Background: an optimization exercise with open tools, aiming at small area, a short achievable clock period and few clock cycles per item. Do not read the settings as production practice. Function was checked by simulation only, so behaviour that the tests miss may differ from the original. Power and IR drop assume default switching activity.

==> flow/design.v, too long to show whole: its modules and the start of the top module <==
// module sampleBuffer: 16 lines
// module twiddleRom16b: 31 lines
// module mulBooth16e: 379 lines
// module mulK11585f: 169 lines
// module macU1re: 470 lines
// module macU1reDec: 16 lines
// module macU1im: 470 lines
// module macU1imDec: 17 lines
// module sdfStage0: 69 lines
// module sdfStage1: 84 lines
// module sdfStage2: 87 lines
// module sdfStage3: 51 lines
// module sdfStage4: 41 lines
// module magnitudeUnit: 24 lines
// module fftController: 175 lines
// module spectrumAnalyzer: 48 lines
module spectrumAnalyzer (
  input  logic        clk,
  input  logic        rst,
  input  logic [15:0] sampleIn,
  input  logic        sampleValid,
  output logic        sampleReady,
  output logic [19:0] magOut,
  output logic        magValid,
  input  logic        magReady
);
  // ...
==> flow/run.sh <==
#!/bin/bash
# synth_recipe.tcl (not shown) runs the flow's synth.tcl, then flattens the netlist and writes it again
# the make line also repeats each setting of config.mk as NAME=value (left out here)
make -C /OpenROAD-flow-scripts/flow DESIGN_CONFIG=/design/flow/config.mk WORK_HOME=/design/flow/orfs CLKGATE_MAP_FILE= SYNTH_SCRIPT=/design/flow/synth_recipe.tcl finish
==> flow/config.mk <==
export PLATFORM = sky130hd
export DESIGN_NAME = spectrumAnalyzer
export DESIGN_NICKNAME = spectrumAnalyzer
export VERILOG_FILES = /design/flow/design.v
export SDC_FILE = /design/flow/constraint.sdc
export NUM_CORES = 4
export LEC_CHECK = 0
export CAP_MARGIN = 20
export CORE_MARGIN = 2
export CORE_UTILIZATION = 40
export SETUP_SLACK_MARGIN = 5
export SLEW_MARGIN = 20
==> flow/constraint.sdc <==
create_clock -name core_clock -period 10.0 [get_ports {clk}]
set_input_delay 2.0000 -clock core_clock [delete_from_list [all_inputs] [get_ports {clk}]]
set_output_delay 2.0000 -clock core_clock [all_outputs]
set_load 0.01 [all_outputs]
==> metrics.csv, run 1 <==
stage,metric,value,unit
place,placer's final routability congestion estimate,0.941,
finish,antenna cells,3,
global_routing,met1 demand-to-capacity share in global routing,0.254,
sta,min Tclk post-route,4.79,ns
power_and_ir_drop,reported sequential group power,0.0119,W
synthesis,"synthesized-area fraction occupied by ao, oa, aoi and oai cells",0.0954,
synthesis,cell type with the highest aggregate area in the netlist,edfxtp_1,
clock_tree,total clock buffers created by CTS,231,
die,overall die height,545,µm
finish,most flop-heavy register,rob.mem,
setup_path,worst-path cell chain,"a22oi_1, nand2_1, xor2_1, fa_1, fa_1, inv_1, fa_1, fa_1, inv_1, fa_1",
finish,multi-input gate share of the layout cell area,0.415,
setup_path,Worst R2R Setup Slack,5.21,ns
synthesis,synthesized flop and latch total,2110,
synthesis,async set or reset register ratio after synthesis,0,
finish,filler instances,26400,
die,Initial Utilization,0.402,
setup_path,count of cells along the worst register-to-register path,10,
synthesis,post-synthesis area per instance,11.9,µm²
sta,portion of the clock cycle consumed by the worst path in the final layout,0.479,
status,outcome,"complete, no violations",
power_and_ir_drop,maximum vdd ir drop,250,µV
synthesis,share of cell area taken by muxes after synthesis,0.0479,
setup_path,Critical Path End,st1.bImR[17]$_DFF_P_,
finish,combined flip-flop and latch cell area,57700,µm²
synthesis,most common flop cell mapped by yosys,edfxtp_1,
die,DIE WIDTH,545,µm
Testbench counts, summed over its fixed seeds: cycles 3,568, frames 96.
==> module sdfStage0, before the edit <==
module sdfStage0 (
  input  logic               clk,
  input  logic               rst,
  input  logic               vIn,
  input  logic signed [15:0] x,
  output logic               vOut,
  output logic signed [16:0] yRe,
  output logic signed [16:0] yIm
);
  logic [4:0]         idx;
  logic [4:0]         idxNext;
  logic [16*16-1:0]   sr;
  logic signed [15:0] dout;
  logic signed [16:0] sum;
  logic signed [16:0] dif;
  logic [7:0]         cOne, cTwo, cNeg, sOne, sTwo, sNeg;
  logic [7:0]         cOneR, cTwoR, cNegR, sOneR, sTwoR, sNegR;
  logic [30:0]        xRe, yRe_, xIm, yIm_;
  logic [30:0]        xReR, yReR, xImR, yImR;
  logic signed [15:0] topR;
  logic               selTop;
  logic               vA;
  logic [30:0]        pRe;
  logic [30:0]        pIm;
  assign dout    = sr[16*16-1 -: 16];
  assign sum     = dout + x;
  assign dif     = dout - x;
  assign idxNext = idx + 1'b1;
  twiddleRom16b rom (.k(rst ? 4'd0 : idxNext[3:0]),
                     .cOne, .cTwo, .cNeg, .sOne, .sTwo, .sNeg);
  mulBooth16e mulRe (.m(dout), .one(cOneR), .two(cTwoR), .neg(cNegR), .x(xRe), .y(yRe_));
  mulBooth16e mulIm (.m(dout), .one(sOneR), .two(sTwoR), .neg(sNegR), .x(xIm), .y(yIm_));
  assign pRe = xReR + yReR;
  assign pIm = xImR + yImR;
  always_ff @(posedge clk) begin
    if (rst) begin
      idx  <= '0;
      vA   <= 1'b0;
      vOut <= 1'b0;
    end else begin
      if (vIn) begin
        idx <= idxNext;
      end
      vA   <= vIn;
      vOut <= vA;
    end
  end
  always_ff @(posedge clk) begin
    if (vIn || rst) begin
      cOneR <= cOne;
      cTwoR <= cTwo;
      cNegR <= cNeg;
      sOneR <= sOne;
      sTwoR <= sTwo;
      sNegR <= sNeg;
    end
    if (vIn) begin
      sr <= {sr[16*15-1:0], (idx[4] ? dif[16:1] : x)};
    end
    xReR   <= xRe;
    yReR   <= yRe_;
    xImR   <= xIm;
    yImR   <= yIm_;
    topR   <= sum[16:1];
    selTop <= idx[4];
    yRe    <= selTop ? 17'(topR) : pRe[30:14];
    yIm    <= selTop ? 17'sd0 : pIm[30:14];
  end
endmodule
==> module sdfStage1, before the edit <==
module sdfStage1 (
  input  logic               clk,
  input  logic               rst,
  input  logic               vIn,
  input  logic signed [16:0] xRe,
  input  logic signed [16:0] xIm,
  output logic               vOut,
  output logic signed [16:0] yRe,
  output logic signed [16:0] yIm
);
  logic [3:0]         idx;
  logic [3:0]         idxNext;
  logic [8*34-1:0]    sr;
  logic signed [16:0] dRe;
  logic signed [16:0] dIm;
  logic signed [17:0] sumRe;
  logic signed [17:0] sumIm;
  logic signed [17:0] difRe;
  logic signed [17:0] difIm;
  logic [10:0]        enRe;
  logic [11:0]        enIm;
  logic [10:0]        enReNext;
  logic [11:0]        enImNext;
  logic signed [16:0] eRe;
  logic signed [16:0] eIm;
  logic signed [16:0] uRe;
  logic signed [16:0] uIm;
  logic [30:0]        aRe, bRe, aIm, bIm;
  logic [30:0]        aReR, bReR, aImR, bImR;
  logic signed [16:0] topRe;
  logic signed [16:0] topIm;
  logic               selTop;
  logic               vA;
  logic [30:0]        pRe;
  logic [30:0]        pIm;
  assign dRe     = sr[8*34-1 -: 17];
  assign dIm     = sr[8*34-18 -: 17];
  assign sumRe   = dRe + xRe;
  assign sumIm   = dIm + xIm;
  assign difRe   = dRe - xRe;
  assign difIm   = dIm - xIm;
  assign idxNext = idx + 1'b1;
  assign eRe     = sr[7*34-1 -: 17];
  assign eIm     = sr[7*34-18 -: 17];
  macU1reDec decRe (.p(rst ? 3'd0 : idxNext[2:0]), .en(enReNext));
  macU1imDec decIm (.p(rst ? 3'd0 : idxNext[2:0]), .en(enImNext));
  macU1re macRe (.a(dRe), .b(dIm), .u(uRe), .en(enRe), .x(aRe), .y(bRe));
  macU1im macIm (.a(dIm), .b(dRe), .u(uIm), .en(enIm), .x(aIm), .y(bIm));
  assign pRe = aReR + bReR;
  assign pIm = aImR + bImR;
  always_ff @(posedge clk) begin
    if (rst) begin
      idx  <= '0;
      vA   <= 1'b0;
      vOut <= 1'b0;
    end else begin
      if (vIn) begin
        idx <= idxNext;
      end
      vA   <= vIn;
      vOut <= vA;
    end
  end
  always_ff @(posedge clk) begin
    if (vIn || rst) begin
      enRe <= enReNext;
      enIm <= enImNext;
    end
    if (vIn) begin
      sr  <= {sr[7*34-1:0], (idx[3] ? {difRe[17:1], difIm[17:1]} : {xRe, xIm})};
      uRe <= idxNext[2] ? 17'(eIm - eRe) : 17'(eRe + eIm);
      uIm <= idxNext[2] ? 17'(-eRe - eIm) : 17'(eIm - eRe);
    end
    aReR   <= aRe;
    bReR   <= bRe;
    aImR   <= aIm;
    bImR   <= bIm;
    topRe  <= sumRe[17:1];
    topIm  <= sumIm[17:1];
    selTop <= idx[3];
    yRe    <= selTop ? topRe : pRe[30:14];
    yIm    <= selTop ? topIm : pIm[30:14];
  end
endmodule
==> module sdfStage2, before the edit <==
module sdfStage2 (
  input  logic               clk,
  input  logic               rst,
  input  logic               vIn,
  input  logic signed [16:0] xRe,
  input  logic signed [16:0] xIm,
  output logic               vOut,
  output logic signed [16:0] yRe,
  output logic signed [16:0] yIm
);
  logic [2:0]         idx;
  logic [2:0]         idxNext;
  logic [2:0]         idxNext3;
  logic [4*34-1:0]    sr;
  logic signed [16:0] dRe;
  logic signed [16:0] dIm;
  logic signed [16:0] eRe;
  logic signed [16:0] eIm;
  logic signed [17:0] sumRe;
  logic signed [17:0] sumIm;
  logic signed [17:0] difRe;
  logic signed [17:0] difIm;
  logic signed [16:0] s1;
  logic signed [16:0] s2;
  logic signed [16:0] s3;
  logic signed [16:0] u1Re;
  logic signed [16:0] u1Im;
  logic signed [16:0] uRe;
  logic signed [16:0] uIm;
  logic signed [18:0] u5Re;
  logic signed [18:0] u5Im;
  logic [30:0]        aRe, bRe, aIm, bIm;
  logic [30:0]        pRe;
  logic [30:0]        pIm;
  logic signed [16:0] prodRe;
  logic signed [16:0] prodIm;
  logic               selTop, selMul, selNegJ, selOne;
  assign dRe      = sr[4*34-1 -: 17];
  assign dIm      = sr[4*34-18 -: 17];
  assign eRe      = sr[34-1 -: 17];                          
  assign eIm      = sr[34-18 -: 17];
  assign sumRe    = dRe + xRe;
  assign sumIm    = dIm + xIm;
  assign difRe    = dRe - xRe;
  assign difIm    = dIm - xIm;
  assign idxNext  = idx + 1'b1;
  assign idxNext3 = idx + 2'd3;                              
  assign s1 = eRe + eIm;
  assign s2 = eIm - eRe;
  assign s3 = -eRe - eIm;
  mulK11585f mulRe (.u(uRe), .u5(u5Re), .x(aRe), .y(bRe));
  mulK11585f mulIm (.u(uIm), .u5(u5Im), .x(aIm), .y(bIm));
  assign pRe = aRe + bRe;
  assign pIm = aIm + bIm;
  assign selTop  = idx[2];
  assign selMul  = !idx[2] && idx[0];
  assign selNegJ = !idx[2] && !idx[0] && idx[1];
  assign selOne  = !idx[2] && !idx[0] && !idx[1];
  always_ff @(posedge clk) begin
    if (rst) begin
      idx  <= '0;
      vOut <= 1'b0;
    end else begin
      if (vIn) begin
        idx <= idxNext;
      end
      vOut <= vIn;
    end
  end
  always_ff @(posedge clk) begin
    if (vIn) begin
      sr     <= {sr[3*34-1:0], (idx[2] ? {difRe[17:1], difIm[17:1]} : {xRe, xIm})};
      u1Re   <= idxNext3[1] ? s2 : s1;
      u1Im   <= idxNext3[1] ? s3 : s2;
      uRe    <= u1Re;
      uIm    <= u1Im;
      u5Re   <= 19'(u1Re) + (19'(u1Re) <<< 2);
      u5Im   <= 19'(u1Im) + (19'(u1Im) <<< 2);
      prodRe <= pRe[30:14];
      prodIm <= pIm[30:14];
    end
    yRe <= ({17{selTop}} & sumRe[17:1]) | ({17{selMul}} & prodRe)
         | ({17{selNegJ}} & dIm) | ({17{selOne}} & dRe);
    yIm <= ({17{selTop}} & sumIm[17:1]) | ({17{selMul}} & prodIm)
         | ({17{selNegJ}} & 17'(-dRe)) | ({17{selOne}} & dIm);
  end
endmodule
==> module sdfStage3, before the edit <==
module sdfStage3 (
  input  logic               clk,
  input  logic               rst,
  input  logic               vIn,
  input  logic signed [16:0] xRe,
  input  logic signed [16:0] xIm,
  output logic               vOut,
  output logic signed [16:0] yRe,
  output logic signed [16:0] yIm
);
  logic [1:0]         idx;
  logic [2*34-1:0]    sr;
  logic signed [16:0] dRe;
  logic signed [16:0] dIm;
  logic signed [17:0] sumRe;
  logic signed [17:0] sumIm;
  logic signed [17:0] difRe;
  logic signed [17:0] difIm;
  assign dRe   = sr[2*34-1 -: 17];
  assign dIm   = sr[2*34-18 -: 17];
  assign sumRe = dRe + xRe;
  assign sumIm = dIm + xIm;
  assign difRe = dRe - xRe;
  assign difIm = dIm - xIm;
  always_ff @(posedge clk) begin
    if (rst) begin
      idx  <= '0;
      vOut <= 1'b0;
    end else begin
      if (vIn) begin
        idx <= idx + 1'b1;
      end
      vOut <= vIn;
    end
  end
  always_ff @(posedge clk) begin
    if (vIn) begin
      sr <= {sr[34-1:0], (idx[1] ? {difRe[17:1], difIm[17:1]} : {xRe, xIm})};
    end
    if (idx[1]) begin
      yRe <= sumRe[17:1];
      yIm <= sumIm[17:1];
    end else if (idx[0]) begin
      yRe <= dIm;
      yIm <= -dRe;
    end else begin
      yRe <= dRe;
      yIm <= dIm;
    end
  end
endmodule
==> module sdfStage4, before the edit <==
module sdfStage4 (
  input  logic               clk,
  input  logic               rst,
  input  logic               vIn,
  input  logic signed [16:0] xRe,
  input  logic signed [16:0] xIm,
  output logic               vOut,
  output logic signed [16:0] yRe,
  output logic signed [16:0] yIm
);
  logic               idx;
  logic signed [16:0] dRe;
  logic signed [16:0] dIm;
  logic signed [17:0] sumRe;
  logic signed [17:0] sumIm;
  logic signed [17:0] difRe;
  logic signed [17:0] difIm;
  assign sumRe = dRe + xRe;
  assign sumIm = dIm + xIm;
  assign difRe = dRe - xRe;
  assign difIm = dIm - xIm;
  always_ff @(posedge clk) begin
    if (rst) begin
      idx  <= 1'b0;
      vOut <= 1'b0;
    end else begin
      if (vIn) begin
        idx <= !idx;
      end
      vOut <= vIn;
    end
  end
  always_ff @(posedge clk) begin
    if (vIn) begin
      dRe <= idx ? difRe[17:1] : xRe;
      dIm <= idx ? difIm[17:1] : xIm;
    end
    yRe <= idx ? sumRe[17:1] : dRe;
    yIm <= idx ? sumIm[17:1] : dIm;
  end
endmodule
==> run 2, diff against run 1 <==
--- a/flow/design.v
+++ b/flow/design.v
@@ -1578,2 +1578,691 @@
 endmodule
+module addBK17 (
+  input  logic [16:0] a,
+  input  logic [16:0] b,
+  input  logic        ci,
+  output logic [16:0] s
+);
+  logic [16:0] g0;
+  logic [16:0] p0;
+  assign g0 = a & b;
+  assign p0 = a ^ b;
+  logic gc0;
+  assign gc0 = g0[0] | (p0[0] & ci);
+  logic gg1;
+  assign gg1 = g0[1] | (p0[1] & gc0);
+  logic pp1;
+  assign pp1 = p0[1] & p0[0];
+  logic gg2;
+  assign gg2 = g0[3] | (p0[3] & g0[2]);
+  logic pp2;
+  assign pp2 = p0[3] & p0[2];
+  logic gg3;
+  assign gg3 = g0[5] | (p0[5] & g0[4]);
+  logic pp3;
+  assign pp3 = p0[5] & p0[4];
+  logic gg4;
+  assign gg4 = g0[7] | (p0[7] & g0[6]);
+  logic pp4;
+  assign pp4 = p0[7] & p0[6];
+  logic gg5;
+  assign gg5 = g0[9] | (p0[9] & g0[8]);
+  logic pp5;
+  assign pp5 = p0[9] & p0[8];
+  logic gg6;
+  assign gg6 = g0[11] | (p0[11] & g0[10]);
+  logic pp6;
+  assign pp6 = p0[11] & p0[10];
+  logic gg7;
+  assign gg7 = g0[13] | (p0[13] & g0[12]);
+  logic pp7;
+  assign pp7 = p0[13] & p0[12];
+  logic gg8;
+  assign gg8 = g0[15] | (p0[15] & g0[14]);
+  logic pp8;
+  assign pp8 = p0[15] & p0[14];
+  logic gg9;
+  assign gg9 = gg2 | (pp2 & gg1);
+  logic pp9;
+  assign pp9 = pp2 & pp1;
+  logic gg10;
+  assign gg10 = gg4 | (pp4 & gg3);
+  logic pp10;
+  assign pp10 = pp4 & pp3;
+  logic gg11;
+  assign gg11 = gg6 | (pp6 & gg5);
+  logic pp11;
+  assign pp11 = pp6 & pp5;
+  logic gg12;
+  assign gg12 = gg8 | (pp8 & gg7);
+  logic pp12;
+  assign pp12 = pp8 & pp7;
+  logic gg13;
+  assign gg13 = gg10 | (pp10 & gg9);
+  logic pp13;
+  assign pp13 = pp10 & pp9;
+  logic gg14;
+  assign gg14 = gg12 | (pp12 & gg11);
+  logic pp14;
+  assign pp14 = pp12 & pp11;
+  logic gg15;
+  assign gg15 = gg14 | (pp14 & gg13);
+  logic pp15;
+  assign pp15 = pp14 & pp13;
+  logic gg16;
+  assign gg16 = gg11 | (pp11 & gg13);
+  logic pp16;
+  assign pp16 = pp11 & pp13;
+  logic gg17;
+  assign gg17 = gg3 | (pp3 & gg9);
+  logic pp17;
+  assign pp17 = pp3 & pp9;
+  logic gg18;
+  assign gg18 = gg5 | (pp5 & gg13);
+  logic pp18;
+  assign pp18 = pp5 & pp13;
+  logic gg19;
+  assign gg19 = gg7 | (pp7 & gg16);
+  logic pp19;
+  assign pp19 = pp7 & pp16;
+  logic gg20;
+  assign gg20 = g0[2] | (p0[2] & gg1);
+  logic pp20;
+  assign pp20 = p0[2] & pp1;
+  logic gg21;
+  assign gg21 = g0[4] | (p0[4] & gg9);
+  logic pp21;
+  assign pp21 = p0[4] & pp9;
+  logic gg22;
+  assign gg22 = g0[6] | (p0[6] & gg17);
+  logic pp22;
+  assign pp22 = p0[6] & pp17;
+  logic gg23;
+  assign gg23 = g0[8] | (p0[8] & gg13);
+  logic pp23;
+  assign pp23 = p0[8] & pp13;
+  logic gg24;
+  assign gg24 = g0[10] | (p0[10] & gg18);
+  logic pp24;
+  assign pp24 = p0[10] & pp18;
+  logic gg25;
+  assign gg25 = g0[12] | (p0[12] & gg16);
+  logic pp25;
+  assign pp25 = p0[12] & pp16;
+  logic gg26;
+  assign gg26 = g0[14] | (p0[14] & gg19);
+  logic pp26;
+  assign pp26 = p0[14] & pp19;
+  logic gg27;
+  assign gg27 = g0[16] | (p0[16] & gg15);
+  logic pp27;
+  assign pp27 = p0[16] & pp15;
+  assign s[0] = p0[0] ^ ci;
+  assign s[1] = p0[1] ^ gc0;
+  assign s[2] = p0[2] ^ gg1;
+  assign s[3] = p0[3] ^ gg20;
+  assign s[4] = p0[4] ^ gg9;
+  assign s[5] = p0[5] ^ gg21;
+  assign s[6] = p0[6] ^ gg17;
+  assign s[7] = p0[7] ^ gg22;
+  assign s[8] = p0[8] ^ gg13;
+  assign s[9] = p0[9] ^ gg23;
+  assign s[10] = p0[10] ^ gg18;
+  assign s[11] = p0[11] ^ gg24;
+  assign s[12] = p0[12] ^ gg16;
+  assign s[13] = p0[13] ^ gg25;
+  assign s[14] = p0[14] ^ gg19;
+  assign s[15] = p0[15] ^ gg26;
+  assign s[16] = p0[16] ^ gg15;
+endmodule
+module addBK18 (
+  input  logic [17:0] a,
+  input  logic [17:0] b,
+  input  logic        ci,
+  output logic [17:0] s
+);
+  logic [17:0] g0;
+  logic [17:0] p0;
+  assign g0 = a & b;
+  assign p0 = a ^ b;
+  logic gc0;
+  assign gc0 = g0[0] | (p0[0] & ci);
+  logic gg1;
+  assign gg1 = g0[1] | (p0[1] & gc0);
+  logic pp1;
+  assign pp1 = p0[1] & p0[0];
+  logic gg2;
+  assign gg2 = g0[3] | (p0[3] & g0[2]);
+  logic pp2;
+  assign pp2 = p0[3] & p0[2];
+  logic gg3;
+  assign gg3 = g0[5] | (p0[5] & g0[4]);
+  logic pp3;
+  assign pp3 = p0[5] & p0[4];
+  logic gg4;
+  assign gg4 = g0[7] | (p0[7] & g0[6]);
+  logic pp4;
+  assign pp4 = p0[7] & p0[6];
+  logic gg5;
+  assign gg5 = g0[9] | (p0[9] & g0[8]);
+  logic pp5;
+  assign pp5 = p0[9] & p0[8];
+  logic gg6;
+  assign gg6 = g0[11] | (p0[11] & g0[10]);
+  logic pp6;
+  assign pp6 = p0[11] & p0[10];
+  logic gg7;
+  assign gg7 = g0[13] | (p0[13] & g0[12]);
+  logic pp7;
+  assign pp7 = p0[13] & p0[12];
+  logic gg8;
+  assign gg8 = g0[15] | (p0[15] & g0[14]);
+  logic pp8;
+  assign pp8 = p0[15] & p0[14];
+  logic gg9;
+  assign gg9 = g0[17] | (p0[17] & g0[16]);
+  logic pp9;
+  assign pp9 = p0[17] & p0[16];
+  logic gg10;
+  assign gg10 = gg2 | (pp2 & gg1);
+  logic pp10;
+  assign pp10 = pp2 & pp1;
+  logic gg11;
+  assign gg11 = gg4 | (pp4 & gg3);
+  logic pp11;
+  assign pp11 = pp4 & pp3;
+  logic gg12;
+  assign gg12 = gg6 | (pp6 & gg5);
+  logic pp12;
+  assign pp12 = pp6 & pp5;
+  logic gg13;
+  assign gg13 = gg8 | (pp8 & gg7);
+  logic pp13;
+  assign pp13 = pp8 & pp7;
+  logic gg14;
+  assign gg14 = gg11 | (pp11 & gg10);
+  logic pp14;
+  assign pp14 = pp11 & pp10;
+  logic gg15;
+  assign gg15 = gg13 | (pp13 & gg12);
+  logic pp15;
+  assign pp15 = pp13 & pp12;
+  logic gg16;
+  assign gg16 = gg15 | (pp15 & gg14);
+  logic pp16;
+  assign pp16 = pp15 & pp14;
+  logic gg17;
+  assign gg17 = gg12 | (pp12 & gg14);
+  logic pp17;
+  assign pp17 = pp12 & pp14;
+  logic gg18;
+  assign gg18 = gg3 | (pp3 & gg10);
+  logic pp18;
+  assign pp18 = pp3 & pp10;
+  logic gg19;
+  assign gg19 = gg5 | (pp5 & gg14);
+  logic pp19;
+  assign pp19 = pp5 & pp14;
+  logic gg20;
+  assign gg20 = gg7 | (pp7 & gg17);
+  logic pp20;
+  assign pp20 = pp7 & pp17;
+  logic gg21;
+  assign gg21 = gg9 | (pp9 & gg16);
+  logic pp21;
+  assign pp21 = pp9 & pp16;
+  logic gg22;
+  assign gg22 = g0[2] | (p0[2] & gg1);
+  logic pp22;
+  assign pp22 = p0[2] & pp1;
+  logic gg23;
+  assign gg23 = g0[4] | (p0[4] & gg10);
+  logic pp23;
+  assign pp23 = p0[4] & pp10;
+  logic gg24;
+  assign gg24 = g0[6] | (p0[6] & gg18);
+  logic pp24;
+  assign pp24 = p0[6] & pp18;
+  logic gg25;
+  assign gg25 = g0[8] | (p0[8] & gg14);
+  logic pp25;
+  assign pp25 = p0[8] & pp14;
+  logic gg26;
+  assign gg26 = g0[10] | (p0[10] & gg19);
+  logic pp26;
+  assign pp26 = p0[10] & pp19;
+  logic gg27;
+  assign gg27 = g0[12] | (p0[12] & gg17);
+  logic pp27;
+  assign pp27 = p0[12] & pp17;
+  logic gg28;
+  assign gg28 = g0[14] | (p0[14] & gg20);
+  logic pp28;
+  assign pp28 = p0[14] & pp20;
+  logic gg29;
+  assign gg29 = g0[16] | (p0[16] & gg16);
+  logic pp29;
+  assign pp29 = p0[16] & pp16;
+  assign s[0] = p0[0] ^ ci;
+  assign s[1] = p0[1] ^ gc0;
+  assign s[2] = p0[2] ^ gg1;
+  assign s[3] = p0[3] ^ gg22;
+  assign s[4] = p0[4] ^ gg10;
+  assign s[5] = p0[5] ^ gg23;
+  assign s[6] = p0[6] ^ gg18;
+  assign s[7] = p0[7] ^ gg24;
+  assign s[8] = p0[8] ^ gg14;
+  assign s[9] = p0[9] ^ gg25;
+  assign s[10] = p0[10] ^ gg19;
+  assign s[11] = p0[11] ^ gg26;
+  assign s[12] = p0[12] ^ gg17;
+  assign s[13] = p0[13] ^ gg27;
+  assign s[14] = p0[14] ^ gg20;
+  assign s[15] = p0[15] ^ gg28;
+  assign s[16] = p0[16] ^ gg16;
+  assign s[17] = p0[17] ^ gg29;
+endmodule
+module addBK19 (
+  input  logic [18:0] a,
+  input  logic [18:0] b,
+  input  logic        ci,
+  output logic [18:0] s
+);
+  logic [18:0] g0;
+  logic [18:0] p0;
+  assign g0 = a & b;
+  assign p0 = a ^ b;
+  logic gc0;
+  assign gc0 = g0[0] | (p0[0] & ci);
+  logic gg1;
+  assign gg1 = g0[1] | (p0[1] & gc0);
+  logic pp1;
+  assign pp1 = p0[1] & p0[0];
+  logic gg2;
+  assign gg2 = g0[3] | (p0[3] & g0[2]);
+  logic pp2;
+  assign pp2 = p0[3] & p0[2];
+  logic gg3;
+  assign gg3 = g0[5] | (p0[5] & g0[4]);
+  logic pp3;
+  assign pp3 = p0[5] & p0[4];
+  logic gg4;
+  assign gg4 = g0[7] | (p0[7] & g0[6]);
+  logic pp4;
+  assign pp4 = p0[7] & p0[6];
+  logic gg5;
+  assign gg5 = g0[9] | (p0[9] & g0[8]);
+  logic pp5;
+  assign pp5 = p0[9] & p0[8];
+  logic gg6;
+  assign gg6 = g0[11] | (p0[11] & g0[10]);
+  logic pp6;
+  assign pp6 = p0[11] & p0[10];
+  logic gg7;
+  assign gg7 = g0[13] | (p0[13] & g0[12]);
+  logic pp7;
+  assign pp7 = p0[13] & p0[12];
+  logic gg8;
+  assign gg8 = g0[15] | (p0[15] & g0[14]);
+  logic pp8;
+  assign pp8 = p0[15] & p0[14];
+  logic gg9;
+  assign gg9 = g0[17] | (p0[17] & g0[16]);
+  logic pp9;
+  assign pp9 = p0[17] & p0[16];
+  logic gg10;
+  assign gg10 = gg2 | (pp2 & gg1);
+  logic pp10;
+  assign pp10 = pp2 & pp1;
+  logic gg11;
+  assign gg11 = gg4 | (pp4 & gg3);
+  logic pp11;
+  assign pp11 = pp4 & pp3;
+  logic gg12;
+  assign gg12 = gg6 | (pp6 & gg5);
+  logic pp12;
+  assign pp12 = pp6 & pp5;
+  logic gg13;
+  assign gg13 = gg8 | (pp8 & gg7);
+  logic pp13;
+  assign pp13 = pp8 & pp7;
+  logic gg14;
+  assign gg14 = gg11 | (pp11 & gg10);
+  logic pp14;
+  assign pp14 = pp11 & pp10;
+  logic gg15;
+  assign gg15 = gg13 | (pp13 & gg12);
+  logic pp15;
+  assign pp15 = pp13 & pp12;
+  logic gg16;
+  assign gg16 = gg15 | (pp15 & gg14);
+  logic pp16;
+  assign pp16 = pp15 & pp14;
+  logic gg17;
+  assign gg17 = gg12 | (pp12 & gg14);
+  logic pp17;
+  assign pp17 = pp12 & pp14;
+  logic gg18;
+  assign gg18 = gg3 | (pp3 & gg10);
+  logic pp18;
+  assign pp18 = pp3 & pp10;
+  logic gg19;
+  assign gg19 = gg5 | (pp5 & gg14);
+  logic pp19;
+  assign pp19 = pp5 & pp14;
+  logic gg20;
+  assign gg20 = gg7 | (pp7 & gg17);
+  logic pp20;
+  assign pp20 = pp7 & pp17;
+  logic gg21;
+  assign gg21 = gg9 | (pp9 & gg16);
+  logic pp21;
+  assign pp21 = pp9 & pp16;
+  logic gg22;
+  assign gg22 = g0[2] | (p0[2] & gg1);
+  logic pp22;
+  assign pp22 = p0[2] & pp1;
+  logic gg23;
+  assign gg23 = g0[4] | (p0[4] & gg10);
+  logic pp23;
+  assign pp23 = p0[4] & pp10;
+  logic gg24;
+  assign gg24 = g0[6] | (p0[6] & gg18);
+  logic pp24;
+  assign pp24 = p0[6] & pp18;
+  logic gg25;
+  assign gg25 = g0[8] | (p0[8] & gg14);
+  logic pp25;
+  assign pp25 = p0[8] & pp14;
+  logic gg26;
+  assign gg26 = g0[10] | (p0[10] & gg19);
+  logic pp26;
+  assign pp26 = p0[10] & pp19;
+  logic gg27;
+  assign gg27 = g0[12] | (p0[12] & gg17);
+  logic pp27;
+  assign pp27 = p0[12] & pp17;
+  logic gg28;
+  assign gg28 = g0[14] | (p0[14] & gg20);
+  logic pp28;
+  assign pp28 = p0[14] & pp20;
+  logic gg29;
+  assign gg29 = g0[16] | (p0[16] & gg16);
+  logic pp29;
+  assign pp29 = p0[16] & pp16;
+  logic gg30;
+  assign gg30 = g0[18] | (p0[18] & gg21);
+  logic pp30;
+  assign pp30 = p0[18] & pp21;
+  assign s[0] = p0[0] ^ ci;
+  assign s[1] = p0[1] ^ gc0;
+  assign s[2] = p0[2] ^ gg1;
+  assign s[3] = p0[3] ^ gg22;
+  assign s[4] = p0[4] ^ gg10;
+  assign s[5] = p0[5] ^ gg23;
+  assign s[6] = p0[6] ^ gg18;
+  assign s[7] = p0[7] ^ gg24;
+  assign s[8] = p0[8] ^ gg14;
+  assign s[9] = p0[9] ^ gg25;
+  assign s[10] = p0[10] ^ gg19;
+  assign s[11] = p0[11] ^ gg26;
+  assign s[12] = p0[12] ^ gg17;
+  assign s[13] = p0[13] ^ gg27;
+  assign s[14] = p0[14] ^ gg20;
+  assign s[15] = p0[15] ^ gg28;
+  assign s[16] = p0[16] ^ gg16;
+  assign s[17] = p0[17] ^ gg29;
+  assign s[18] = p0[18] ^ gg21;
+endmodule
+module addBK31 (
+  input  logic [30:0] a,
+  input  logic [30:0] b,
+  input  logic        ci,
+  output logic [30:0] s
+);
+  logic [30:0] g0;
+  logic [30:0] p0;
+  assign g0 = a & b;
+  assign p0 = a ^ b;
+  logic gc0;
+  assign gc0 = g0[0] | (p0[0] & ci);
+  logic gg1;
+  assign gg1 = g0[1] | (p0[1] & gc0);
+  logic pp1;
+  assign pp1 = p0[1] & p0[0];
+  logic gg2;
+  assign gg2 = g0[3] | (p0[3] & g0[2]);
+  logic pp2;
+  assign pp2 = p0[3] & p0[2];
+  logic gg3;
+  assign gg3 = g0[5] | (p0[5] & g0[4]);
+  logic pp3;
+  assign pp3 = p0[5] & p0[4];
+  logic gg4;
+  assign gg4 = g0[7] | (p0[7] & g0[6]);
+  logic pp4;
+  assign pp4 = p0[7] & p0[6];
+  logic gg5;
+  assign gg5 = g0[9] | (p0[9] & g0[8]);
+  logic pp5;
+  assign pp5 = p0[9] & p0[8];
+  logic gg6;
+  assign gg6 = g0[11] | (p0[11] & g0[10]);
+  logic pp6;
+  assign pp6 = p0[11] & p0[10];
+  logic gg7;
+  assign gg7 = g0[13] | (p0[13] & g0[12]);
+  logic pp7;
+  assign pp7 = p0[13] & p0[12];
+  logic gg8;
+  assign gg8 = g0[15] | (p0[15] & g0[14]);
+  logic pp8;
+  assign pp8 = p0[15] & p0[14];
+  logic gg9;
+  assign gg9 = g0[17] | (p0[17] & g0[16]);
+  logic pp9;
+  assign pp9 = p0[17] & p0[16];
+  logic gg10;
+  assign gg10 = g0[19] | (p0[19] & g0[18]);
+  logic pp10;
+  assign pp10 = p0[19] & p0[18];
+  logic gg11;
+  assign gg11 = g0[21] | (p0[21] & g0[20]);
+  logic pp11;
+  assign pp11 = p0[21] & p0[20];
+  logic gg12;
+  assign gg12 = g0[23] | (p0[23] & g0[22]);
+  logic pp12;
+  assign pp12 = p0[23] & p0[22];
+  logic gg13;
+  assign gg13 = g0[25] | (p0[25] & g0[24]);
+  logic pp13;
+  assign pp13 = p0[25] & p0[24];
+  logic gg14;
+  assign gg14 = g0[27] | (p0[27] & g0[26]);
+  logic pp14;
+  assign pp14 = p0[27] & p0[26];
+  logic gg15;
+  assign gg15 = g0[29] | (p0[29] & g0[28]);
+  logic pp15;
+  assign pp15 = p0[29] & p0[28];
+  logic gg16;
+  assign gg16 = gg2 | (pp2 & gg1);
+  logic pp16;
+  assign pp16 = pp2 & pp1;
+  logic gg17;
+  assign gg17 = gg4 | (pp4 & gg3);
+  logic pp17;
+  assign pp17 = pp4 & pp3;
+  logic gg18;
+  assign gg18 = gg6 | (pp6 & gg5);
+  logic pp18;
+  assign pp18 = pp6 & pp5;
+  logic gg19;
+  assign gg19 = gg8 | (pp8 & gg7);
+  logic pp19;
+  assign pp19 = pp8 & pp7;
+  logic gg20;
+  assign gg20 = gg10 | (pp10 & gg9);
+  logic pp20;
+  assign pp20 = pp10 & pp9;
+  logic gg21;
+  assign gg21 = gg12 | (pp12 & gg11);
+  logic pp21;
+  assign pp21 = pp12 & pp11;
+  logic gg22;
+  assign gg22 = gg14 | (pp14 & gg13);
+  logic pp22;
+  assign pp22 = pp14 & pp13;
+  logic gg23;
+  assign gg23 = gg17 | (pp17 & gg16);
+  logic pp23;
+  assign pp23 = pp17 & pp16;
+  logic gg24;
+  assign gg24 = gg19 | (pp19 & gg18);
+  logic pp24;
+  assign pp24 = pp19 & pp18;
+  logic gg25;
+  assign gg25 = gg21 | (pp21 & gg20);
+  logic pp25;
+  assign pp25 = pp21 & pp20;
+  logic gg26;
+  assign gg26 = gg24 | (pp24 & gg23);
+  logic pp26;
+  assign pp26 = pp24 & pp23;
+  logic gg27;
+  assign gg27 = gg25 | (pp25 & gg26);
+  logic pp27;
+  assign pp27 = pp25 & pp26;
+  logic gg28;
+  assign gg28 = gg18 | (pp18 & gg23);
+  logic pp28;
+  assign pp28 = pp18 & pp23;
+  logic gg29;
+  assign gg29 = gg20 | (pp20 & gg26);
+  logic pp29;
+  assign pp29 = pp20 & pp26;
+  logic gg30;
+  assign gg30 = gg22 | (pp22 & gg27);
+  logic pp30;
+  assign pp30 = pp22 & pp27;
+  logic gg31;
+  assign gg31 = gg3 | (pp3 & gg16);
+  logic pp31;
+  assign pp31 = pp3 & pp16;
+  logic gg32;
+  assign gg32 = gg5 | (pp5 & gg23);
+  logic pp32;
+  assign pp32 = pp5 & pp23;
+  logic gg33;
+  assign gg33 = gg7 | (pp7 & gg28);
+  logic pp33;
+  assign pp33 = pp7 & pp28;
+  logic gg34;
+  assign gg34 = gg9 | (pp9 & gg26);
+  logic pp34;
+  assign pp34 = pp9 & pp26;
+  logic gg35;
+  assign gg35 = gg11 | (pp11 & gg29);
+  logic pp35;
+  assign pp35 = pp11 & pp29;
+  logic gg36;
+  assign gg36 = gg13 | (pp13 & gg27);
+  logic pp36;
+  assign pp36 = pp13 & pp27;
+  logic gg37;
+  assign gg37 = gg15 | (pp15 & gg30);
+  logic pp37;
+  assign pp37 = pp15 & pp30;
+  logic gg38;
+  assign gg38 = g0[2] | (p0[2] & gg1);
+  logic pp38;
+  assign pp38 = p0[2] & pp1;
+  logic gg39;
+  assign gg39 = g0[4] | (p0[4] & gg16);
+  logic pp39;
+  assign pp39 = p0[4] & pp16;
+  logic gg40;
+  assign gg40 = g0[6] | (p0[6] & gg31);
+  logic pp40;
+  assign pp40 = p0[6] & pp31;
+  logic gg41;
+  assign gg41 = g0[8] | (p0[8] & gg23);
+  logic pp41;
+  assign pp41 = p0[8] & pp23;
+  logic gg42;
+  assign gg42 = g0[10] | (p0[10] & gg32);
+  logic pp42;
+  assign pp42 = p0[10] & pp32;
+  logic gg43;
+  assign gg43 = g0[12] | (p0[12] & gg28);
+  logic pp43;
+  assign pp43 = p0[12] & pp28;
+  logic gg44;
+  assign gg44 = g0[14] | (p0[14] & gg33);
+  logic pp44;
+  assign pp44 = p0[14] & pp33;
+  logic gg45;
+  assign gg45 = g0[16] | (p0[16] & gg26);
+  logic pp45;
+  assign pp45 = p0[16] & pp26;
+  logic gg46;
+  assign gg46 = g0[18] | (p0[18] & gg34);
+  logic pp46;
+  assign pp46 = p0[18] & pp34;
+  logic gg47;
+  assign gg47 = g0[20] | (p0[20] & gg29);
+  logic pp47;
+  assign pp47 = p0[20] & pp29;
+  logic gg48;
+  assign gg48 = g0[22] | (p0[22] & gg35);
+  logic pp48;
+  assign pp48 = p0[22] & pp35;
+  logic gg49;
+  assign gg49 = g0[24] | (p0[24] & gg27);
+  logic pp49;
+  assign pp49 = p0[24] & pp27;
+  logic gg50;
+  assign gg50 = g0[26] | (p0[26] & gg36);
+  logic pp50;
+  assign pp50 = p0[26] & pp36;
+  logic gg51;
+  assign gg51 = g0[28] | (p0[28] & gg30);
+  logic pp51;
+  assign pp51 = p0[28] & pp30;
+  logic gg52;
+  assign gg52 = g0[30] | (p0[30] & gg37);
+  logic pp52;
+  assign pp52 = p0[30] & pp37;
+  assign s[0] = p0[0] ^ ci;
+  assign s[1] = p0[1] ^ gc0;
+  assign s[2] = p0[2] ^ gg1;
+  assign s[3] = p0[3] ^ gg38;
+  assign s[4] = p0[4] ^ gg16;
+  assign s[5] = p0[5] ^ gg39;
+  assign s[6] = p0[6] ^ gg31;
+  assign s[7] = p0[7] ^ gg40;
+  assign s[8] = p0[8] ^ gg23;
+  assign s[9] = p0[9] ^ gg41;
+  assign s[10] = p0[10] ^ gg32;
+  assign s[11] = p0[11] ^ gg42;
+  assign s[12] = p0[12] ^ gg28;
+  assign s[13] = p0[13] ^ gg43;
+  assign s[14] = p0[14] ^ gg33;
+  assign s[15] = p0[15] ^ gg44;
+  assign s[16] = p0[16] ^ gg26;
+  assign s[17] = p0[17] ^ gg45;
+  assign s[18] = p0[18] ^ gg34;
+  assign s[19] = p0[19] ^ gg46;
+  assign s[20] = p0[20] ^ gg29;
+  assign s[21] = p0[21] ^ gg47;
+  assign s[22] = p0[22] ^ gg35;
+  assign s[23] = p0[23] ^ gg48;
+  assign s[24] = p0[24] ^ gg27;
+  assign s[25] = p0[25] ^ gg49;
+  assign s[26] = p0[26] ^ gg36;
+  assign s[27] = p0[27] ^ gg50;
+  assign s[28] = p0[28] ^ gg30;
+  assign s[29] = p0[29] ^ gg51;
+  assign s[30] = p0[30] ^ gg37;
+endmodule
 module sdfStage0 (
@@ -1603,4 +2292,4 @@
   assign dout    = sr[16*16-1 -: 16];
-  assign sum     = dout + x;
-  assign dif     = dout - x;
+  addBK17 addSum (.a({dout[15], dout}), .b({x[15], x}), .ci(1'b0), .s(sum));
+  addBK17 addDif (.a({dout[15], dout}), .b(~{x[15], x}), .ci(1'b1), .s(dif));
   assign idxNext = idx + 1'b1;
@@ -1610,4 +2299,4 @@
   mulBooth16e mulIm (.m(dout), .one(sOneR), .two(sTwoR), .neg(sNegR), .x(xIm), .y(yIm_));
-  assign pRe = xReR + yReR;
-  assign pIm = xImR + yImR;
+  addBK31 addPRe (.a(xReR), .b(yReR), .ci(1'b0), .s(pRe));
+  addBK31 addPIm (.a(xImR), .b(yImR), .ci(1'b0), .s(pIm));
   always_ff @(posedge clk) begin
@@ -1684,6 +2373,6 @@
   assign dIm     = sr[8*34-18 -: 17];
-  assign sumRe   = dRe + xRe;
-  assign sumIm   = dIm + xIm;
-  assign difRe   = dRe - xRe;
-  assign difIm   = dIm - xIm;
+  addBK18 addSumRe (.a({dRe[16], dRe}), .b({xRe[16], xRe}), .ci(1'b0), .s(sumRe));
+  addBK18 addSumIm (.a({dIm[16], dIm}), .b({xIm[16], xIm}), .ci(1'b0), .s(sumIm));
+  addBK18 addDifRe (.a({dRe[16], dRe}), .b(~{xRe[16], xRe}), .ci(1'b1), .s(difRe));
+  addBK18 addDifIm (.a({dIm[16], dIm}), .b(~{xIm[16], xIm}), .ci(1'b1), .s(difIm));
   assign idxNext = idx + 1'b1;
@@ -1695,4 +2384,4 @@
   macU1im macIm (.a(dIm), .b(dRe), .u(uIm), .en(enIm), .x(aIm), .y(bIm));
-  assign pRe = aReR + bReR;
-  assign pIm = aImR + bImR;
+  addBK31 addPRe (.a(aReR), .b(bReR), .ci(1'b0), .s(pRe));
+  addBK31 addPIm (.a(aImR), .b(bImR), .ci(1'b0), .s(pIm));
   always_ff @(posedge clk) begin
@@ -1762,2 +2451,4 @@
   logic signed [18:0] u5Im;
+  logic [18:0]        u5ReN;
+  logic [18:0]        u5ImN;
   logic [30:0]        aRe, bRe, aIm, bIm;
@@ -1772,11 +2463,13 @@
   assign eIm      = sr[34-18 -: 17];
-  assign sumRe    = dRe + xRe;
-  assign sumIm    = dIm + xIm;
-  assign difRe    = dRe - xRe;
-  assign difIm    = dIm - xIm;
+  addBK18 addSumRe (.a({dRe[16], dRe}), .b({xRe[16], xRe}), .ci(1'b0), .s(sumRe));
+  addBK18 addSumIm (.a({dIm[16], dIm}), .b({xIm[16], xIm}), .ci(1'b0), .s(sumIm));
+  addBK18 addDifRe (.a({dRe[16], dRe}), .b(~{xRe[16], xRe}), .ci(1'b1), .s(difRe));
+  addBK18 addDifIm (.a({dIm[16], dIm}), .b(~{xIm[16], xIm}), .ci(1'b1), .s(difIm));
   assign idxNext  = idx + 1'b1;
   assign idxNext3 = idx + 2'd3;                              
-  assign s1 = eRe + eIm;
-  assign s2 = eIm - eRe;
+  addBK17 addS1 (.a(eRe), .b(eIm), .ci(1'b0), .s(s1));
+  addBK17 addS2 (.a(eIm), .b(~eRe), .ci(1'b1), .s(s2));
   assign s3 = -eRe - eIm;
+  addBK19 addU5Re (.a(19'(u1Re)), .b(19'(u1Re) <<< 2), .ci(1'b0), .s(u5ReN));
+  addBK19 addU5Im (.a(19'(u1Im)), .b(19'(u1Im) <<< 2), .ci(1'b0), .s(u5ImN));
   mulK11585f mulRe (.u(uRe), .u5(u5Re), .x(aRe), .y(bRe));
@@ -1807,4 +2500,4 @@
       uIm    <= u1Im;
-      u5Re   <= 19'(u1Re) + (19'(u1Re) <<< 2);
-      u5Im   <= 19'(u1Im) + (19'(u1Im) <<< 2);
+      u5Re   <= u5ReN;
+      u5Im   <= u5ImN;
       prodRe <= pRe[30:14];
@@ -1838,6 +2531,6 @@
   assign dIm   = sr[2*34-18 -: 17];
-  assign sumRe = dRe + xRe;
-  assign sumIm = dIm + xIm;
-  assign difRe = dRe - xRe;
-  assign difIm = dIm - xIm;
+  addBK18 addSumRe (.a({dRe[16], dRe}), .b({xRe[16], xRe}), .ci(1'b0), .s(sumRe));
+  addBK18 addSumIm (.a({dIm[16], dIm}), .b({xIm[16], xIm}), .ci(1'b0), .s(sumIm));
+  addBK18 addDifRe (.a({dRe[16], dRe}), .b(~{xRe[16], xRe}), .ci(1'b1), .s(difRe));
+  addBK18 addDifIm (.a({dIm[16], dIm}), .b(~{xIm[16], xIm}), .ci(1'b1), .s(difIm));
   always_ff @(posedge clk) begin
@@ -1886,6 +2579,6 @@
   logic signed [17:0] difIm;
-  assign sumRe = dRe + xRe;
-  assign sumIm = dIm + xIm;
-  assign difRe = dRe - xRe;
-  assign difIm = dIm - xIm;
+  addBK18 addSumRe (.a({dRe[16], dRe}), .b({xRe[16], xRe}), .ci(1'b0), .s(sumRe));
+  addBK18 addSumIm (.a({dIm[16], dIm}), .b({xIm[16], xIm}), .ci(1'b0), .s(sumIm));
+  addBK18 addDifRe (.a({dRe[16], dRe}), .b(~{xRe[16], xRe}), .ci(1'b1), .s(difRe));
+  addBK18 addDifIm (.a({dIm[16], dIm}), .b(~{xIm[16], xIm}), .ci(1'b1), .s(difIm));
   always_ff @(posedge clk) begin
==> flow/flow/run.sh (new file) <==
#!/bin/bash
set -euo pipefail
W=$(pwd)
cp config.mk config_own.mk
echo 'export SETUP_SLACK_MARGIN = 6.2' >> config_own.mk
sed "s#DESIGN_CONFIG=[^ ]*#DESIGN_CONFIG=$W/config_own.mk#" standard.sh > standard_own.sh
grep -q "DESIGN_CONFIG=$W/config_own.mk" standard_own.sh
bash standard_own.sh > standard_own.log 2>&1
test -f out/final.def
==> flow/standard.sh (new file) <==
#!/bin/bash
# synth_recipe.tcl (not shown) runs the flow's synth.tcl, then flattens the netlist and writes it again
# the make line also repeats each setting of config.mk as NAME=value (left out here)
make -C /OpenROAD-flow-scripts/flow DESIGN_CONFIG=/design/flow/config.mk WORK_HOME=/design/flow/orfs CLKGATE_MAP_FILE= SYNTH_SCRIPT=/design/flow/synth_recipe.tcl "${@:-finish}"
--- a/flow/config.mk
+++ b/flow/config.mk
@@ -10,3 +10,2 @@
 export CORE_UTILIZATION = 40
-export SETUP_SLACK_MARGIN = 5
 export SLEW_MARGIN = 20
removed: flow/run.sh
==> run 2 against run 1 <==
Final cell count is 5.0% lower. Synthesized cell count is 7.7% lower. Register-to-register slack better by 0.99 ns. Non-clock buffer count is 109 higher. Critical path depth is 1 higher. Worst hold slack worse by 0.053 ns. Global-route usage is 0.11 points higher. Synthesized area is 1.5% lower. Sequential share of layout area is 0.23 points lower. Routed wire length is 0.57% lower.
==> metrics.csv, run 2 <==
stage,metric,value,unit,change
finish,"leading cell type in the layout, fill and taps excluded",edfxtp_1,,unchanged
synthesis,cell type with the highest aggregate area in the netlist,edfxtp_1,,unchanged
finish,final core occ,0.453,,was 0.445
clock_tree,TritonCTS clock tree,done,,unchanged
synthesis,proportion of netlist area held by the largest area contributor,0.402,,was 0.396
synthesis,most common flop cell mapped by yosys,edfxtp_1,,unchanged
finish,"commonest cells after routing, fill and taps aside","edfxtp_1 (1543), inv_1 (1059), ha_1 (748)",,"was edfxtp_1 (1543), inv_1 (1058), ha_1 (798)"
place,placer's final routability congestion estimate,0.958,,was 0.941
setup_path,crit path capture type,flop,,unchanged
global_routing,initial antenna violation count,14,,was 8
die,Total Die Area,292000,µm²,was 297000 µm²
sta,Final Hold Fails,0,,unchanged
synthesis,"post-synthesis share of cell area spent on full adders, half adders and majority gates",0.199,,was 0.164
synthesis,Post-Synth Simple-Gate Area,0.0596,,was 0.0738
setup_path,critical register-to-register path startpoint,st1.enIm[5]$_DFFE_PP_,,unchanged
sta,Worst Max-Slew Pin Slew,1.14,ns,was 1.22 ns
global_routing,number of global-route vias before repair,71600,,was 74700
drt,detailed-route wire length,285,mm,was 286 mm
hold_path,critical hold path startpoint,st0.sr[194]$_DFFE_PP_,,was st2.sr[34]$_DFFE_PP_
setup_path,worst reg2reg path endpoint,st1.bReR[17]$_DFF_P_,,was st1.bImR[17]$_DFF_P_
sta,headroom to the max-slew limit,0.239,,was 0.187
setup_path,Startpoint Class,flop,,unchanged
hold_path,classification of the worst-slack hold path,reg -> reg,,unchanged
power_and_ir_drop,power density relative to cell area,237,nW/µm²,was 263 nW/µm²
synthesis,synth unique cells,79,,was 86
clock_tree,CTS Root Buffer Type,clkbuf_16,,unchanged
finish,area grow syn2layout,13.0,%,was 10.7%
clock_tree,"Clk Latency, worst-skew pair",0.90,ns,was 0.92 ns
sta,min Tclk post-route,3.80,ns,was 4.79 ns
sta,unrepaired setup endpoints after global routing,true,,was false
global_routing,overall global routing resource usage,0.192,,was 0.191
synthesis,portion of the post-synthesis area used by sequential elements,0.501,,was 0.493
setup_path,biggest fanout along the worst timing path,8,,was 34
clock_tree,Clock Sink Count,2110,,unchanged
synthesis,Post-synth EDFFs,1543,,unchanged
finish,net count reported at finish,10700,,was 11100
die,FP Rows,197,,was 198
global_routing,global routing met3 resource utilization,0.0270,,was 0.0242
finish,filler instances,25500,,was 26400
finish,"flip-flop count of the largest register, all copies and words added",512,,unchanged
power_and_ir_drop,maximum vdd ir drop,162,µV,was 250 µV
die,number of top-level pins,42,,unchanged
synthesis,"Warnings, synthesis",10,,unchanged
die,core region area,287000,µm²,was 291000 µm²
drt,number of vias in the routed layout,69500,,was 73400
clock_tree,clock slew at reported path FFs,0.07,ns,was 0.06 ns
setup_path,"Data required, critical path",10.76,ns,was 10.79 ns
setup_path,data arrival time of the critical path,4.56,ns,was 5.59 ns
synthesis,Post-Synthesis Cell Area,115000,µm²,was 117000 µm²
drt,first-pass iteration count of the detailed router,10,,was 8
synthesis,"synthesized-area fraction occupied by ao, oa, aoi and oai cells",0.0774,,was 0.0954
synthesis,gate count after technology mapping,9105,,was 9861
finish,Multi-input gate area,53400,µm²,was 53800 µm²
drt,per-cell routed wire length,21.5,µm,was 20.5 µm
hold_path,hold-critical path depth,0,,unchanged
clock_tree,Hold Buf Count CTS,0,,unchanged
synthesis,share of cell area taken by muxes after synthesis,0.0488,,was 0.0479
status,outcome,"complete, no violations",,unchanged
synthesis,largest cells by area after synthesis,"edfxtp_1 (40%), fa_1 (12%), dfxtp_1 (9.9%)",,"was edfxtp_1 (40%), dfxtp_1 (9.7%), ha_1 (8.6%)"
synthesis,synthesized flop and latch total,2110,,unchanged
synthesis,combinational family with the most area after synthesis,adder cells,,unchanged
global_routing,largest net degree at the start of global routing,177,,was 173
finish,"count of placed standard cells in the final layout, fillers left out",13200,,was 13900
drt,Via-to-Cell Ratio,5.25,,was 5.27
die,DIE WIDTH,541,µm,was 545 µm
setup_path,count of cells along the worst register-to-register path,11,,was 10
hold_path,endpoint of the worst hold-timing path,st0.sr[210]$_DFFE_PP_,,was st2.sr[68]$_DFFE_PP_
synthesis,parity-gate share of the synthesized area counting xor and xnor cells,0.0664,,was 0.0769
sta,Post-Route Skew,0.127,ns,was 0.0786 ns
sta,highest clock frequency the design can meet,0.263,GHz,was 0.209 GHz
sta,endpoints failing setup,0,,unchanged
sta,number of max-slew violations in the final report,0,,unchanged
sta,portion of the clock cycle consumed by the worst path in the final layout,0.380,,was 0.479
finish,proportion of layout cells with a drive suffix above 1,0.123,,was 0.0814
power_and_ir_drop,leakage,50.8,nW,was 50.0 nW
global_routing,GR Layer Usage met2,0.320,,was 0.324
place,buffers added on ports,37,,unchanged
drt,Antenna Nets Post-Route,0,,unchanged
global_routing,grt total ovfl,0,,unchanged
setup_path,Crit Path Class,reg -> reg,,unchanged
finish,Largest regs,"rob.mem: 512 flops, st1.sr: 272 flops, st0.sr: 256 flops",,unchanged
drt,count of routing violations after the opening detailed-route iteration,5964,,was 5894
sta,post-route setup TNS,0,ns,unchanged
place,number of instances in the placed design,12700,,was 13500
global_routing,first-pass GRT wire length,433,mm,was 440 mm
clock_tree,number of buffers between clock root and the deepest sink,4,,unchanged
synthesis,async set or reset register ratio after synthesis,0,,unchanged
drt,number of DRC violations after detailed routing,0,,unchanged
finish,most flop-heavy register,rob.mem,,unchanged
finish,combined flip-flop and latch cell area,57700,µm²,about the same
die,Initial Utilization,0.401,,was 0.402
synthesis,most frequent cells after synthesis,"edfxtp_1 (1543), inv_1 (1078), ha_1 (763), fa_1 (667), xnor2_1 (592)",,"was edfxtp_1 (1543), inv_1 (1058), ha_1 (800), xnor2_1 (697), nand2_1 (572)"
die,overall die height,541,µm,was 545 µm
setup_path,Worst R2R Setup Slack,6.20,ns,was 5.21 ns
place,DPL Wire Length,197,mm,was 204 mm
synthesis,post-synthesis area per instance,12.6,µm²,was 11.9 µm²
global_routing,met1 demand-to-capacity share in global routing,0.258,,was 0.254
flow_run,MaxCap Viol Count,0,,unchanged
clock_tree,total clock buffers created by CTS,231,,unchanged
clock_tree,depth of the CTS H-tree,4,,unchanged
global_routing,gr busiest metal,met2,,unchanged
synthesis,library cell with the highest instance count after synthesis,edfxtp_1,,unchanged
## run 2: report_power, final
part	total, W	internal, W	switching, W
Combinational	0.0108	0.00446	0.00630
Clock	0.00856	0.00503	0.00354
Sequential	0.0115	0.0107	0.000776
## run 2: repair_timing
action | in CTS | in global routing
buffers inserted | 43 | 78
setup endpoints to repair | 274 | 253
gates resized for setup | 124 | 172
cloned | 8 | 3
pin swaps | 31 | 100
## run 2: per-layer routing
metal	vias to the layer above	part of all wire
met5	-	0.000095
met1	35300	0.43
li1	31800	-
met2	1942	0.48
met3	499	0.059
met4	4	0.033
## run 2: cells by family (layout without fill, tap and decap cells)
group	after synthesis	after routing
compound gates	1359	1360
xor+xnor	873	874
fa+ha+maj	1430	1430
buf+inv	1465	1803
flops	2110	2110
mux	350	350
other cells	1	6
simple gates	1517	1519
## run 2: final cells by class
type                            count  share of cell area
Tap cell                         3781              0.0363
Antenna cell                        2           0.0000384
Timing Repair Buffer              294              0.0205
Sequential cell                  2110               0.443
Multi-Input combinational cell   5537               0.410
Clock inverter                    123             0.00944
Clock buffer                      300              0.0490
Inverter                         1086              0.0314
## run 2: worst max path at each step
stage                     startpoint                  endpoint  cells past startpoint
2_1_floorplan   ctrl.advR$_SDFF_PP0_      ctrl.advR$_SDFF_PP0_                     13
3_3_place_gp   st1.enIm[2]$_DFFE_PP_      st1.bReR[15]$_DFF_P_                     12
4_1_cts        st1.enRe[3]$_DFFE_PP_      st1.bReR[15]$_DFF_P_                      8
5_1_grt        st2.u5Re[9]$_DFFE_PP_  st2.prodRe[15]$_DFFE_PP_                     15
6_report       st1.enIm[5]$_DFFE_PP_      st1.bReR[17]$_DFF_P_                     11
3_5_place_dp   st1.enIm[2]$_DFFE_PP_      st1.bReR[15]$_DFF_P_                     12
## run 2: metrics by stage
step / hold slack, ns / power (W) / setup slack, ns / cell area (µm²)
2_1_floorplan: 0.329 / 0.0186 / 5.91 / 115000
3_3_place_gp: 0.385 / 0.0220 / 5.42 / 120000
3_5_place_dp: 0.393 / 0.0223 / 5.38 / 120000
4_1_cts: 0.314 / 0.0311 / 6.16 / 129000
5_1_grt: 0.327 / 0.0330 / 6.11 / 130000
6_report: 0.323 / 0.0308 / 6.20 / 130000
## run 2: critical path, cell delays in order (launching register included)
cell       delay, ns
edfxtp_1        0.45
clkbuf_16       0.21
a22oi_2         0.33
nand2_2         0.13
xor2_2          0.18
fa_1            0.53
fa_1            0.40
inv_1           0.09
fa_1            0.41
fa_1            0.52
inv_1           0.05
fa_1            0.42
Testbench counts of run 2, summed over its fixed seeds: cycles 3,568, frames 96.
==> run 3, diff against run 2 <==
--- a/flow/design.v
+++ b/flow/design.v
@@ -2283,3 +2283,2 @@
   logic [7:0]         cOne, cTwo, cNeg, sOne, sTwo, sNeg;
-  logic [7:0]         cOneR, cTwoR, cNegR, sOneR, sTwoR, sNegR;
   logic [30:0]        xRe, yRe_, xIm, yIm_;
@@ -2295,6 +2294,5 @@
   assign idxNext = idx + 1'b1;
-  twiddleRom16b rom (.k(rst ? 4'd0 : idxNext[3:0]),
-                     .cOne, .cTwo, .cNeg, .sOne, .sTwo, .sNeg);
-  mulBooth16e mulRe (.m(dout), .one(cOneR), .two(cTwoR), .neg(cNegR), .x(xRe), .y(yRe_));
-  mulBooth16e mulIm (.m(dout), .one(sOneR), .two(sTwoR), .neg(sNegR), .x(xIm), .y(yIm_));
+  twiddleRom16b rom (.k(idx[3:0]), .cOne, .cTwo, .cNeg, .sOne, .sTwo, .sNeg);
+  mulBooth16e mulRe (.m(dout), .one(cOne), .two(cTwo), .neg(cNeg), .x(xRe), .y(yRe_));
+  mulBooth16e mulIm (.m(dout), .one(sOne), .two(sTwo), .neg(sNeg), .x(xIm), .y(yIm_));
   addBK31 addPRe (.a(xReR), .b(yReR), .ci(1'b0), .s(pRe));
@@ -2315,10 +2313,2 @@
   always_ff @(posedge clk) begin
-    if (vIn || rst) begin
-      cOneR <= cOne;
-      cTwoR <= cTwo;
-      cNegR <= cNeg;
-      sOneR <= sOne;
-      sTwoR <= sTwo;
-      sNegR <= sNeg;
-    end
     if (vIn) begin
--- a/flow/config.mk
+++ b/flow/config.mk
@@ -9,3 +9,3 @@
 export CORE_MARGIN = 2
-export CORE_UTILIZATION = 40
+export CORE_UTILIZATION = 60
 export SLEW_MARGIN = 20
==> run 3 against run 2 <==
Synthesized cell count decreased by 2.0%. Cell area decreased by 1.6%. Routed wire length decreased by 4.3%. Worst hold slack improved by 0.030 ns. Synthesized area decreased by 1.2%. Largest cell class unchanged. Via count decreased by 2.1%. Global-route usage increased by 9.1 points. Sequential power increased by 3%. Non-clock buffer count increased by 71. Critical path type unchanged. Clock skew decreased by 0.059 ns. Setup slack got worse by 0.18 ns. Die area decreased by 34%. Largest power group unchanged.
==> metrics.csv, run 3 <==
stage,metric,value,unit,change
synthesis,combinational family with the most area after synthesis,adder cells,,unchanged
die,overall die height,440,µm,was 541 µm
drt,number of vias in the routed layout,68000,,was 69500
clock_tree,"Clk Latency, worst-skew pair",0.88,ns,was 0.90 ns
hold_path,classification of the worst-slack hold path,reg -> reg,,unchanged
drt,first-pass iteration count of the detailed router,9,,was 10
power_and_ir_drop,cell-internal power,0.0207,W,was 0.0202 W
synthesis,"Warnings, synthesis",10,,unchanged
synthesis,Post-Synthesis Cell Area,114000,µm²,was 115000 µm²
synthesis,synth unique cells,82,,was 79
sta,hold slack,0.353,ns,was 0.323 ns
sta,number of max-slew violations in the final report,0,,unchanged
die,Total Die Area,193000,µm²,was 292000 µm²
setup_path,biggest fanout along the worst timing path,3,,was 8
synthesis,proportion of netlist area held by the largest area contributor,0.399,,was 0.402
place,DPL Wire Length,189,mm,was 197 mm
power_and_ir_drop,Comb power frac,0.372,,was 0.349
status,outcome,"complete, no violations",,unchanged
sta,portion of the clock cycle consumed by the worst path in the final layout,0.398,,was 0.380
power_and_ir_drop,sw frac,0.353,,was 0.344
setup_path,"Data required, critical path",10.58,ns,was 10.76 ns
global_routing,overall global routing resource usage,0.283,,was 0.192
power_and_ir_drop,clock group share of total power,0.257,,was 0.278
drt,per-cell routed wire length,23.0,µm,was 21.5 µm
sta,min Tclk post-route,3.98,ns,was 3.80 ns
synthesis,Post-synth EDFFs,1511,,was 1543
sta,highest clock frequency the design can meet,0.251,GHz,was 0.263 GHz
flow_run,MaxCap Viol Count,0,,unchanged
clock_tree,depth of the CTS H-tree,4,,unchanged
die,Initial Utilization,0.605,,was 0.401
synthesis,post-synthesis area per instance,12.8,µm²,was 12.6 µm²
clock_tree,number of buffers between clock root and the deepest sink,3,,was 4
sta,Final Hold Fails,0,,unchanged
synthesis,gate count after technology mapping,8923,,was 9105
setup_path,data arrival time of the critical path,4.56,ns,about the same
sta,headroom to the max-slew limit,0.239,,about the same
finish,"flip-flop count of the largest register, all copies and words added",512,,unchanged
place,placement-stage worst setup slack,5.09,ns,was 5.38 ns
finish,proportion of layout cells with a drive suffix above 1,0.139,,was 0.123
clock_tree,TritonCTS clock tree,done,,unchanged
sta,Worst Max-Slew Pin Slew,1.14,ns,about the same
die,FP Rows,159,,was 197
synthesis,async set or reset register ratio after synthesis,0,,unchanged
power_and_ir_drop,Net Sw Power,0.0113,W,was 0.0106 W
drt,number of DRC violations after detailed routing,0,,unchanged
finish,net count reported at finish,10600,,was 10700
power_and_ir_drop,sequential share of power,0.372,,was 0.373
global_routing,initial antenna violation count,14,,unchanged
finish,"commonest cells after routing, fill and taps aside","edfxtp_1 (1511), inv_1 (1067), ha_1 (748)",,"was edfxtp_1 (1543), inv_1 (1059), ha_1 (748)"
setup_path,Startpoint Class,flop,,unchanged
sta,endpoints failing setup,0,,unchanged
synthesis,portion of the post-synthesis area used by sequential elements,0.504,,was 0.501
synthesis,Post-Synth Simple-Gate Area,0.0514,,was 0.0596
drt,Via-to-Cell Ratio,5.75,,was 5.25
sta,post-route setup TNS,0,ns,unchanged
die,DIE WIDTH,440,µm,was 541 µm
synthesis,most common flop cell mapped by yosys,edfxtp_1,,unchanged
sta,unrepaired setup endpoints after global routing,true,,unchanged
setup_path,Crit Path Class,reg -> reg,,unchanged
global_routing,number of global-route vias before repair,69500,,was 71600
clock_tree,clock slew at reported path FFs,0.07,ns,about the same
synthesis,synthesized flop and latch total,2110,,unchanged
place,placer's final routability congestion estimate,0.949,,was 0.958
power_and_ir_drop,maximum vdd ir drop,214,µV,was 162 µV
clock_tree,CTS Root Buffer Type,clkbuf_16,,unchanged
finish,"leading cell type in the layout, fill and taps excluded",edfxtp_1,,unchanged
setup_path,crit path capture type,flop,,unchanged
synthesis,library cell with the highest instance count after synthesis,edfxtp_1,,unchanged
synthesis,share of cell area taken by muxes after synthesis,0.0476,,was 0.0488
finish,area grow syn2layout,12.5,%,was 13.0%
power_and_ir_drop,leakage,50.6,nW,was 50.8 nW
drt,count of routing violations after the opening detailed-route iteration,5369,,was 5964
global_routing,first-pass GRT wire length,414,mm,was 433 mm
global_routing,grt total ovfl,0,,unchanged
drt,detailed-route wire length,272,mm,was 285 mm
global_routing,largest net degree at the start of global routing,204,,was 177
die,core region area,188000,µm²,was 287000 µm²
drt,Antenna Nets Post-Route,0,,unchanged
synthesis,"synthesized-area fraction occupied by ao, oa, aoi and oai cells",0.0792,,was 0.0774
clock_tree,Clock Sink Count,2110,,unchanged
synthesis,largest cells by area after synthesis,"edfxtp_1 (40%), fa_1 (12%), dfxtp_1 (11%)",,"was edfxtp_1 (40%), fa_1 (12%), dfxtp_1 (9.9%)"
finish,Largest regs,"rob.mem: 512 flops, st1.sr: 272 flops, st0.sr: 256 flops",,unchanged
synthesis,parity-gate share of the synthesized area counting xor and xnor cells,0.0678,,was 0.0664
synthesis,"post-synthesis share of cell area spent on full adders, half adders and majority gates",0.201,,was 0.199
sta,worst path setup slack after routing,6.02,ns,was 6.20 ns
finish,most flop-heavy register,rob.mem,,unchanged
sta,Post-Route Skew,0.0681,ns,was 0.127 ns
power_and_ir_drop,power density relative to cell area,250,nW/µm²,was 237 nW/µm²
clock_tree,total clock buffers created by CTS,214,,was 231
synthesis,most frequent cells after synthesis,"edfxtp_1 (1511), inv_1 (1096), ha_1 (763), fa_1 (667), dfxtp_1 (599)",,"was edfxtp_1 (1543), inv_1 (1078), ha_1 (763), fa_1 (667), xnor2_1 (592)"
synthesis,cell type with the highest aggregate area in the netlist,edfxtp_1,,unchanged
place,buffers added on ports,37,,unchanged
die,number of top-level pins,42,,unchanged
run 3: cell count changes after synthesis, moves of 16 or more:
cell,before,now
and2_1,19,35
nor3_1,116,42
inv_1,1078,1096
mux2i_1,102,82
dfxtp_1,567,599
o21ai_0,315,333
o41ai_1,7,25
nand2_1,569,546
nor2_1,420,374
a21o_1,98,77
edfxtp_1,1543,1511
a21oi_1,316,336
run 3: timing repair:
action | CTS | global route
buffers inserted | 109 | 83
hold buffers | 0 | 0
gates resized for setup | 201 | 214
pin swaps | 94 | 158
endpoints found under the setup margin | 419 | 371
gates cloned | 9 | 7
run 3: cells by family (layout without fill, tap and decap cells):
family          after synthesis  count (layout)
other cells                   1               6
flops                      2110            2110
xor+xnor                    881             883
mux                         330             330
simple gates               1312            1315
buf+inv                    1474            1877
compound gates             1385            1385
fa+ha+maj                  1430            1430
run 3: through the flow:
step,cells,power [W],util,cell area [µm²]
floorplan,8926,0.0197,-,114000
global placement,11200,0.0231,0.623,117000
detailed placement,11200,0.0235,0.623,117000
CTS,11700,0.0320,0.672,126000
global route,11800,0.0343,0.681,128000
finish,11800,0.0320,0.681,128000
run 3: power groups by stage:
stage / combinational (W) / clock (W) / sequential, W
finish: 0.0119 / 0.00822 / 0.0119
detailed placement: 0.0114 / 0 / 0.0121
global route: 0.0136 / 0.00872 / 0.0120
CTS: 0.0118 / 0.00838 / 0.0119
floorplan: 0.00796 / 0 / 0.0117
global placement: 0.0110 / 0 / 0.0120
run 3: layer usage:
metal / global-route usage / part of all wire
met4: 0.0900 / 0.033
met5: 0 / 0.00014
met3: 0.0379 / 0.058
met1: 0.398 / 0.43
met2: 0.459 / 0.48
run 3: final timing paths:
path,startpoint,end,slack [ns],cells after the start
setup / recovery,st2.uRe[6]$_DFFE_PP_,st2.prodRe[13]$_DFFE_PP_,6.02,15
hold / removal,st0.sr[61]$_DFFE_PP_,st0.sr[77]$_DFFE_PP_,0.35,0
setup reg to reg,st2.uRe[6]$_DFFE_PP_,st2.prodRe[13]$_DFFE_PP_,6.02,15
hold reg to reg,st0.sr[61]$_DFFE_PP_,st0.sr[77]$_DFFE_PP_,0.35,0
run 3: worst max-delay path: stages, from the launching register on:
cell       delay [ns]
edfxtp_1         0.41
fa_1             0.56
inv_1            0.06
fa_1             0.50
inv_2            0.05
ha_4             0.21
o2111a_1         0.24
a211oi_2         0.18
a2bb2oi_2        0.21
o21ai_2          0.11
o21ai_4          0.21
o22ai_4          0.12
o41ai_4          0.37
o21bai_1         0.17
buf_4            0.17
xor2_2           0.13
run 3: final cells by class:
cell class | count | area [µm²]
Clock buffer | 287 | 6040
Fill cell | 13700 | 60100
Timing Repair Buffer | 365 | 3260
Inverter | 1105 | 4170
Tap cell | 2495 | 3120
Multi-Input combinational cell | 5347 | 52800
Clock inverter | 119 | 1330
Timing Repair inverter | 1 | 8.76
Sequential cell | 2110 | 57400
Antenna cell | 2 | 5.00
Testbench counts of run 3, summed over its fixed seeds: cycles 3,568, frames 96.

Re-timed with assumed drivers on the ports (clkbuf_16 on the clock, buf_2 on other inputs), run 3 has 6.022 ns of setup slack against 6.022 ns with ideal ports, and 5.545 ns once port delays also move by the mid clock arrival of 0.929 ns.
